This is an optimization exercise on Yosys and OpenROAD, whose aim is small area, not a production implementation.
Only simulation tests tie the RTL to the original design; equivalence was not proved.
No activity file was given, so power comes from the tool's default toggle rates.

## rev 12
## ex_stage
module ex_stage
(
    input  logic                CLK,
    input  logic                RST,
    input  logic                in_valid,
    output logic                in_ready,
    input  logic [3:0]          op,
    input  logic                word,
    input  logic [3:0]          br_kind,
    input  logic [63:0]         rs1,
    input  logic [63:0]         rs2,
    input  logic [63:0]         pc,
    input  logic [63:0]         imm,
    output logic                out_valid,
    input  logic                out_ready,
    output logic [63:0]         result,
    output logic                redirect,
    output logic [63:0]         redirect_pc,
    output logic                target_misaligned
);
Size in the first run: about 2600 cells after synthesis, about 130 flip-flops, about 400 I/O pins, roughly 16000 sq um of cells after synthesis.
==> flow/config.mk <==
export PLATFORM = sky130hd
export DESIGN_NAME = ex_stage
export DESIGN_NICKNAME = ex_stage
export VERILOG_FILES = /design/flow/design.v
export SDC_FILE = /design/flow/constraint.sdc
export NUM_CORES = 4
export LEC_CHECK = 0
export CAP_MARGIN = 20
export CORE_MARGIN = 2
export CORE_UTILIZATION = 50
export GPL_TIMING_DRIVEN = 0
export SLEW_MARGIN = 20
==> flow/constraint.sdc <==
create_clock -name core_clock -period 8.0 [get_ports {CLK}]
set_input_delay 1.6000 -clock core_clock [delete_from_list [all_inputs] [get_ports {CLK}]]
set_output_delay 1.6000 -clock core_clock [all_outputs]
set_load 0.01 [all_outputs]
standard.sh (not shown) runs the stock make flow with config.mk's settings and CLKGATE_MAP_FILE= SYNTH_SCRIPT=/design/flow/synth_recipe.tcl, a recipe that flattens the netlist after the stock synthesis.
==> flow/flow/run.sh <==
#!/bin/bash
# Own layout flow: the standard synthesis for reference, then the same
# ORFS synthesis with an area-oriented ABC script (registers unchanged, checked
# below), then the standard layout with one small buffer cell per port.
set -euo pipefail
W=$PWD
F=$W/flow
R=$W/orfs/results/$FLOW_PLATFORM/ex_stage/base

bash standard.sh synth > $W/log_std_synth.txt 2>&1
cp $R/1_2_yosys.v $W/std_1_2_yosys.v

regs() {
  grep -E '^\s*sky130_fd_sc_hd__(e?dfxtp|dfrtp|dfstp|dfxbp|edfxbp|dfbbp|dfrbp|dfsbp)_[0-9]+ ' "$1" \
    | sed -E 's/_[0-9]+ / /; s/\(.*//' | awk '{print $1, $2}' | sort
}

# 2. Area-oriented synthesis: same script, ABC with an area script, no adder-cell extraction
rm -f $R/1_2_yosys.v $R/1_2_yosys.sdc $R/1_synth.odb $R/1_synth.sdc
export MY_ABC_SCRIPT=$F/area.abc
make -C $FLOW_HOME DESIGN_CONFIG=$W/config.mk WORK_HOME=$W/orfs CLKGATE_MAP_FILE= \
  SYNTH_SCRIPT=$F/own_synth.tcl ADDER_MAP_FILE= MY_ABC_SCRIPT=$F/area.abc synth \
  > $W/log_own_synth.txt 2>&1 || true

if [[ -f $R/1_synth.odb ]] && diff <(regs $W/std_1_2_yosys.v) <(regs $R/1_2_yosys.v) > $W/log_reg_diff.txt \
   && [[ $(regs $R/1_2_yosys.v | wc -l) -gt 0 ]]; then
  echo "own synthesis kept: $(regs $R/1_2_yosys.v | wc -l) registers match" > $W/log_choice.txt
else
  echo "own synthesis dropped: registers differ or it failed" > $W/log_choice.txt
  rm -f $R/1_2_yosys.v $R/1_2_yosys.sdc $R/1_synth.odb $R/1_synth.sdc
  bash standard.sh synth > $W/log_std_synth2.txt 2>&1
fi

# 3. Standard layout from the synthesized netlist
export BUFFER_PORTS_ARGS="-buffer_cell sky130_fd_sc_hd__buf_1"
export CTS_ARGS="-sink_clustering_enable -repair_clock_nets -buf_list sky130_fd_sc_hd__clkbuf_8 -sink_clustering_size 10 -dont_use_dummy_load"
bash standard.sh > $W/log_layout.txt 2>&1
==> flow/flow/area.abc <==
strash; dch -f; amap; topo
==> flow/flow/own_synth.tcl <==
proc synth {args} { yosys synth -nofsm -noshare {*}$args }
proc abc {args} {
  set i [lsearch -exact $args -script]
  if { $i >= 0 && [info exists ::env(MY_ABC_SCRIPT)] } {
    lset args [expr { $i + 1 }] $::env(MY_ABC_SCRIPT)
  }
  yosys abc {*}$args
}
source $::env(SCRIPTS_DIR)/synth.tcl
# left out here: clear keep_hierarchy, flatten, clean up, hide names made inside functions, write 1_2_yosys.v
What rev 13 does differently from rev 12 at the input level:
- a change of SLEW_MARGIN from 20 to 10
- a change of CAP_MARGIN from 20 to 10
- a change of CORE_UTILIZATION from 50 to 45
Notes after the runs:
Against rev 12, rev 13 comes in 3 higher on number of gates resized after CTS. The worst max-slew margin expressed relative to the limit in rev 13 was lower than what rev 12 gave. [compare] base=rev 12 new=rev 13: combinational-cell power consumption about even; via count down 162; register share of the cell area closely matched the old numbers.

ex_stage, a different RTL version from the one above (not shown whole).
Size in the first run: about 2500 cells after synthesis, roughly 130 flip-flops, ~400 I/O pins.
// ex_stage
module ex_stage
(
    input  logic                CLK,
    input  logic                RST,
    input  logic                in_valid,
    output logic                in_ready,
    input  logic [3:0]          op,
    input  logic                word,
    input  logic [3:0]          br_kind,
    input  logic [63:0]         rs1,
    input  logic [63:0]         rs2,
    input  logic [63:0]         pc,
    input  logic [63:0]         imm,
    output logic                out_valid,
    input  logic                out_ready,
    output logic [63:0]         result,
    output logic                redirect,
    output logic [63:0]         redirect_pc,
    output logic                target_misaligned
);
==> flow/config.mk <==
export PLATFORM = sky130hd
export DESIGN_NAME = ex_stage
export DESIGN_NICKNAME = ex_stage
export VERILOG_FILES = /design/flow/design.v
export SDC_FILE = /design/flow/constraint.sdc
export NUM_CORES = 4
export LEC_CHECK = 0
export CAP_MARGIN = 10
export CORE_MARGIN = 2
export CORE_UTILIZATION = 50
export GPL_TIMING_DRIVEN = 0
export SLEW_MARGIN = 10
==> flow/constraint.sdc <==
create_clock -name core_clock -period 8.0 [get_ports {CLK}]
set_input_delay 1.6000 -clock core_clock [delete_from_list [all_inputs] [get_ports {CLK}]]
set_output_delay 1.6000 -clock core_clock [all_outputs]
set_load 0.01 [all_outputs]
==> flow/flow/run.sh <==
#!/bin/bash
# Own layout flow: the standard synthesis for reference, then the same
# ORFS synthesis with an area-oriented ABC script (registers unchanged, checked
# below), then the standard layout with one small buffer cell per port.
set -euo pipefail
W=$PWD
F=$W/flow
R=$W/orfs/results/$FLOW_PLATFORM/ex_stage/base

bash standard.sh synth > $W/log_std_synth.txt 2>&1
cp $R/1_2_yosys.v $W/std_1_2_yosys.v

regs() {
  grep -E '^\s*sky130_fd_sc_hd__(e?dfxtp|dfrtp|dfstp|dfxbp|edfxbp|dfbbp|dfrbp|dfsbp)_[0-9]+ ' "$1" \
    | sed -E 's/_[0-9]+ / /; s/\(.*//' | awk '{print $1, $2}' | sort
}

# 2. Area-oriented synthesis: same script, ABC with an area script, no adder-cell extraction
rm -f $R/1_2_yosys.v $R/1_2_yosys.sdc $R/1_synth.odb $R/1_synth.sdc
export MY_ABC_SCRIPT=$F/area.abc
make -C $FLOW_HOME DESIGN_CONFIG=$W/config.mk WORK_HOME=$W/orfs CLKGATE_MAP_FILE= \
  SYNTH_SCRIPT=$F/own_synth.tcl ADDER_MAP_FILE= MY_ABC_SCRIPT=$F/area.abc synth \
  > $W/log_own_synth.txt 2>&1 || true

if [[ -f $R/1_synth.odb ]] && diff <(regs $W/std_1_2_yosys.v) <(regs $R/1_2_yosys.v) > $W/log_reg_diff.txt \
   && [[ $(regs $R/1_2_yosys.v | wc -l) -gt 0 ]]; then
  echo "own synthesis kept: $(regs $R/1_2_yosys.v | wc -l) registers match" > $W/log_choice.txt
else
  echo "own synthesis dropped: registers differ or it failed" > $W/log_choice.txt
  rm -f $R/1_2_yosys.v $R/1_2_yosys.sdc $R/1_synth.odb $R/1_synth.sdc
  bash standard.sh synth > $W/log_std_synth2.txt 2>&1
fi

# 3. Standard layout from the synthesized netlist
export PRE_RESIZE_TCL=$F/small_bufs.tcl
export BUFFER_PORTS_ARGS="-buffer_cell sky130_fd_sc_hd__buf_1"
export CTS_ARGS="-sink_clustering_enable -repair_clock_nets -buf_list sky130_fd_sc_hd__clkbuf_8 -sink_clustering_size 10 -dont_use_dummy_load"
bash standard.sh > $W/log_layout.txt 2>&1
==> flow/flow/small_bufs.tcl <==
set_dont_use {sky130_fd_sc_hd__buf_4 sky130_fd_sc_hd__buf_6 sky130_fd_sc_hd__buf_8 sky130_fd_sc_hd__buf_12 sky130_fd_sc_hd__buf_16 sky130_fd_sc_hd__bufbuf_* sky130_fd_sc_hd__bufinv_* sky130_fd_sc_hd__inv_4 sky130_fd_sc_hd__inv_6 sky130_fd_sc_hd__inv_8 sky130_fd_sc_hd__inv_12 sky130_fd_sc_hd__inv_16 sky130_fd_sc_hd__clkbuf_4 sky130_fd_sc_hd__clkbuf_8 sky130_fd_sc_hd__clkbuf_16 sky130_fd_sc_hd__clkinv_4 sky130_fd_sc_hd__clkinv_8 sky130_fd_sc_hd__clkinv_16}
Scripts as last shown in full above: flow/flow/area.abc, flow/flow/own_synth.tcl
Rerun with:
--- a/flow/flow/run.sh
+++ b/flow/flow/run.sh
@@ -35 +34,0 @@
-export PRE_RESIZE_TCL=$F/small_bufs.tcl
CORE_UTILIZATION = 45   (was 50)
SETUP_SLACK_MARGIN = 0.25   (was default)
removed: flow/flow/small_bufs.tcl
What happened: The changed run ran to the end with no violations. Cell count came out higher by 2.0%. Final area rises by 2.8%. Hold slack improves by 0.018 ns. Synthesized area does not change. Total power went up by 1.0%.
Rerun with:
--- a/flow/flow/run.sh
+++ b/flow/flow/run.sh
@@ -34,0 +35 @@
+export PRE_RESIZE_TCL=$F/small_bufs.tcl
==> flow/flow/area.abc (replaced) <==
strash; dch -f; amap; topo; stime -c; upsize -c; dnsize -c; stime -c
==> flow/flow/small_bufs.tcl (new file) <==
set_dont_use {sky130_fd_sc_hd__buf_4 sky130_fd_sc_hd__buf_6 sky130_fd_sc_hd__buf_8 sky130_fd_sc_hd__buf_12 sky130_fd_sc_hd__buf_16 sky130_fd_sc_hd__bufbuf_* sky130_fd_sc_hd__bufinv_* sky130_fd_sc_hd__inv_4 sky130_fd_sc_hd__inv_6 sky130_fd_sc_hd__inv_8 sky130_fd_sc_hd__inv_12 sky130_fd_sc_hd__inv_16 sky130_fd_sc_hd__clkbuf_4 sky130_fd_sc_hd__clkbuf_8 sky130_fd_sc_hd__clkbuf_16 sky130_fd_sc_hd__clkinv_4 sky130_fd_sc_hd__clkinv_8 sky130_fd_sc_hd__clkinv_16}
CORE_UTILIZATION = 50   (was 45)
SETUP_SLACK_MARGIN = default   (was 0.25)
Result:
- The changed run passed the timing, design-rule and antenna checks
- setup slack got worse by 0.31 ns
- total power is lower by 0.57%
- cell area is lower by 2.4%
- synthesized cell count stays the same
- clock power stays flat

## xenon
Another version of the RTL of ex_stage (not shown whole).
## ex_stage
module ex_stage
(
    input  logic                CLK,
    input  logic                RST,
    input  logic                in_valid,
    output logic                in_ready,
    input  logic [3:0]          op,
    input  logic                word,
    input  logic [3:0]          br_kind,
    input  logic [63:0]         rs1,
    input  logic [63:0]         rs2,
    input  logic [63:0]         pc,
    input  logic [63:0]         imm,
    output logic                out_valid,
    input  logic                out_ready,
    output logic [63:0]         result,
    output logic                redirect,
    output logic [63:0]         redirect_pc,
    output logic                target_misaligned
);
clock: 8.0 ns
lec_check: 0
cap_margin: 10
core_margin: 2
core_utilization: 45
gpl_timing_driven: 0
setup_slack_margin: 0.1
slew_margin: 10
==> flow/flow/run.sh <==
#!/bin/bash
# Own layout flow: the standard synthesis for reference, then the same
# ORFS synthesis with an area-oriented ABC script (registers unchanged, checked
# below), then the standard layout with one small buffer cell per port.
set -euo pipefail
W=$PWD
F=$W/flow
R=$W/orfs/results/$FLOW_PLATFORM/ex_stage/base

bash standard.sh synth > $W/log_std_synth.txt 2>&1
cp $R/1_2_yosys.v $W/std_1_2_yosys.v

regs() {
  grep -E '^\s*sky130_fd_sc_hd__(e?dfxtp|dfrtp|dfstp|dfxbp|edfxbp|dfbbp|dfrbp|dfsbp)_[0-9]+ ' "$1" \
    | sed -E 's/_[0-9]+ / /; s/\(.*//' | awk '{print $1, $2}' | sort
}

# 2. Area-oriented synthesis: same script, ABC with an area script, no adder-cell extraction
rm -f $R/1_2_yosys.v $R/1_2_yosys.sdc $R/1_synth.odb $R/1_synth.sdc
export MY_ABC_SCRIPT=$F/area.abc
make -C $FLOW_HOME DESIGN_CONFIG=$W/config.mk WORK_HOME=$W/orfs CLKGATE_MAP_FILE= \
  SYNTH_SCRIPT=$F/own_synth.tcl ADDER_MAP_FILE= MY_ABC_SCRIPT=$F/area.abc synth \
  > $W/log_own_synth.txt 2>&1 || true

if [[ -f $R/1_synth.odb ]] && diff <(regs $W/std_1_2_yosys.v) <(regs $R/1_2_yosys.v) > $W/log_reg_diff.txt \
   && [[ $(regs $R/1_2_yosys.v | wc -l) -gt 0 ]]; then
  echo "own synthesis kept: $(regs $R/1_2_yosys.v | wc -l) registers match" > $W/log_choice.txt
else
  echo "own synthesis dropped: registers differ or it failed" > $W/log_choice.txt
  rm -f $R/1_2_yosys.v $R/1_2_yosys.sdc $R/1_synth.odb $R/1_synth.sdc
  bash standard.sh synth > $W/log_std_synth2.txt 2>&1
fi

# 3. Standard layout from the synthesized netlist
export PRE_RESIZE_TCL=$F/small_bufs.tcl
export BUFFER_PORTS_ARGS="-buffer_cell sky130_fd_sc_hd__buf_1"
export CTS_ARGS="-sink_clustering_enable -repair_clock_nets -buf_list sky130_fd_sc_hd__clkbuf_8 -sink_clustering_size 10 -dont_use_dummy_load"
bash standard.sh > $W/log_layout.txt 2>&1
==> flow/flow/area.abc <==
strash; dch -f; amap; topo
==> flow/flow/small_bufs.tcl <==
set_dont_use {sky130_fd_sc_hd__buf_4 sky130_fd_sc_hd__buf_6 sky130_fd_sc_hd__buf_8 sky130_fd_sc_hd__buf_12 sky130_fd_sc_hd__buf_16 sky130_fd_sc_hd__bufbuf_* sky130_fd_sc_hd__bufinv_* sky130_fd_sc_hd__inv_4 sky130_fd_sc_hd__inv_6 sky130_fd_sc_hd__inv_8 sky130_fd_sc_hd__inv_12 sky130_fd_sc_hd__inv_16 sky130_fd_sc_hd__clkbuf_4 sky130_fd_sc_hd__clkbuf_8 sky130_fd_sc_hd__clkbuf_16 sky130_fd_sc_hd__clkinv_4 sky130_fd_sc_hd__clkinv_8 sky130_fd_sc_hd__clkinv_16}
Scripts as last shown in full above: flow/flow/own_synth.tcl
The following lists how willow was set up differently from xenon:
- swapping 45 for 55 in CORE_UTILIZATION
==> comparison <==
From xenon to willow the numbers moved as follows: met2 usage in global routing +9.9 points; die area -about 18%; final cycle utilization of the critical path +3.9 points.
Against xenon, willow comes in 1 higher on number of buffer and inverter stages on the critical path.

Another version of the RTL of ex_stage (not shown whole).
For scale: roughly 400 I/O pins, about 0.023 mm^2 of cells after synthesis.
Settings: LEC_CHECK=0, CAP_MARGIN=20, CORE_MARGIN=2, CORE_UTILIZATION=30, SLEW_MARGIN=20; clock period 8.0 ns.
run.sh (not shown) runs the stock make flow with config.mk's settings and CLKGATE_MAP_FILE= SYNTH_SCRIPT=/design/flow/synth_recipe.tcl, a recipe that flattens the netlist after the stock synthesis.
Stock flow here: none of the scripts above is used.
Next try:
==> flow/flow/run.sh (new file) <==
#!/bin/bash
# Own layout flow: the standard synthesis for reference, then the same
# ORFS synthesis with an area-oriented ABC script (registers unchanged, checked
# below), then the standard layout with one small buffer cell per port.
set -euo pipefail
W=$PWD
F=$W/flow
R=$W/orfs/results/$FLOW_PLATFORM/ex_stage/base

bash standard.sh synth > $W/log_std_synth.txt 2>&1
cp $R/1_2_yosys.v $W/std_1_2_yosys.v

regs() {
  grep -E '^\s*sky130_fd_sc_hd__(e?dfxtp|dfrtp|dfstp|dfxbp|edfxbp|dfbbp|dfrbp|dfsbp)_[0-9]+ ' "$1" \
    | sed -E 's/_[0-9]+ / /; s/\(.*//' | awk '{print $1, $2}' | sort
}

# 2. Area-oriented synthesis: same script, ABC with an area script, no adder-cell extraction
rm -f $R/1_2_yosys.v $R/1_2_yosys.sdc $R/1_synth.odb $R/1_synth.sdc
export MY_ABC_SCRIPT=$F/area.abc
make -C $FLOW_HOME DESIGN_CONFIG=$W/config.mk WORK_HOME=$W/orfs CLKGATE_MAP_FILE= \
  SYNTH_SCRIPT=$F/own_synth.tcl ADDER_MAP_FILE= MY_ABC_SCRIPT=$F/area.abc synth \
  > $W/log_own_synth.txt 2>&1 || true

if [[ -f $R/1_synth.odb ]] && diff <(regs $W/std_1_2_yosys.v) <(regs $R/1_2_yosys.v) > $W/log_reg_diff.txt \
   && [[ $(regs $R/1_2_yosys.v | wc -l) -gt 0 ]]; then
  echo "own synthesis kept: $(regs $R/1_2_yosys.v | wc -l) registers match" > $W/log_choice.txt
else
  echo "own synthesis dropped: registers differ or it failed" > $W/log_choice.txt
  rm -f $R/1_2_yosys.v $R/1_2_yosys.sdc $R/1_synth.odb $R/1_synth.sdc
  bash standard.sh synth > $W/log_std_synth2.txt 2>&1
fi

# 3. Standard layout from the synthesized netlist
export BUFFER_PORTS_ARGS="-buffer_cell sky130_fd_sc_hd__buf_1"
bash standard.sh > $W/log_layout.txt 2>&1
==> flow/flow/area.abc (new file) <==
strash; dc2; dc2; dch -f; amap; topo; stime -c
==> flow/flow/own_synth.tcl (new file) <==
proc synth {args} { yosys synth -nofsm -noshare {*}$args }
proc abc {args} {
  set i [lsearch -exact $args -script]
  if { $i >= 0 && [info exists ::env(MY_ABC_SCRIPT)] } {
    lset args [expr { $i + 1 }] $::env(MY_ABC_SCRIPT)
  }
  yosys abc {*}$args
}
source $::env(SCRIPTS_DIR)/synth.tcl
# left out here: clear keep_hierarchy, flatten, clean up, hide names made inside functions, write 1_2_yosys.v
==> flow/standard.sh (new file) <==
#!/bin/bash
# synth_recipe.tcl (not shown) runs the flow's synth.tcl, then flattens the netlist and writes it again
# the make line also repeats each setting of config.mk as NAME=value (left out here)
make -C /OpenROAD-flow-scripts/flow DESIGN_CONFIG=/design/flow/config.mk WORK_HOME=/design/flow/orfs CLKGATE_MAP_FILE= SYNTH_SCRIPT=/design/flow/synth_recipe.tcl "${@:-finish}"
removed: flow/run.sh
=> This time the run completed, yet does not pass: setup timing. Power came out lower by 19%. Worst setup slack degrades by 6000 ps. Routed wire length came out lower by 22%. Core utilization rose by 8.6 points. Sequential share of layout area rose by 2.0 points. Maximum frequency fell by 44%. Global-route usage went up by 3.5 points. Combinational power falls by 24%. Register-to-register slack got worse by 300 ps. Area after synthesis came out lower by 30%.

-- port drivers added, routing unchanged --
Ports are ideal in the flow. The routed layouts listed here were re-timed in OpenROAD. Step 1 sets driving cells, clkbuf_16 on the clock port and buf_2 on the other inputs (assumed; they add their load-dependent delay and slew). Step 2 moves the port delays by t, midway between the first and last clock arrival at a register: inputs arrive t later, outputs are due t later. That takes back most of the time a late clock gives input paths. a / b / c = ideal ports / drivers / drivers and shift; a / b = the first two.
run | shift t [ns] | setup slack, ns | clock arrival spread, ns | pins driven straight from the clock port
rev 12 | 0.561 | 0.274 / 0.304 / -0.258 | 0.025 / 0.025 | 1
rev 13 | 0.578 | 0.316 / 0.347 / -0.231 | 0.029 / 0.028 | 1
the first run of note 2 | 0.569 | 0.218 / 0.248 / -0.321 | 0.031 / 0.031 | 1
the second run of note 2 | 0.555 | 0.585 / 0.618 / 0.063 | 0.026 / 0.026 | 1
the third run of note 2 | 0.567 | 0.280 / 0.306 / -0.260 | 0.048 / 0.047 | 1
xenon | 0.567 | 0.582 / 0.612 / 0.045 | 0.034 / 0.034 | 1
willow | 0.524 | 0.269 / 0.293 / -0.231 | 0.035 / 0.035 | 1
the first run of note 4 | 0.562 | 0.423 / 0.457 / -0.105 | 0.023 / 0.022 | 1
the second run of note 4 | 0.561 | -5.558 / -5.534 / -6.095 | 0.013 / 0.013 | 1
Met with ideal ports but missed after step 2: setup timing in 6 of these runs. For rev 13, which loses most, drivers alone change the setup slack by +0.031 ns; drivers and shift together by -0.547 ns.
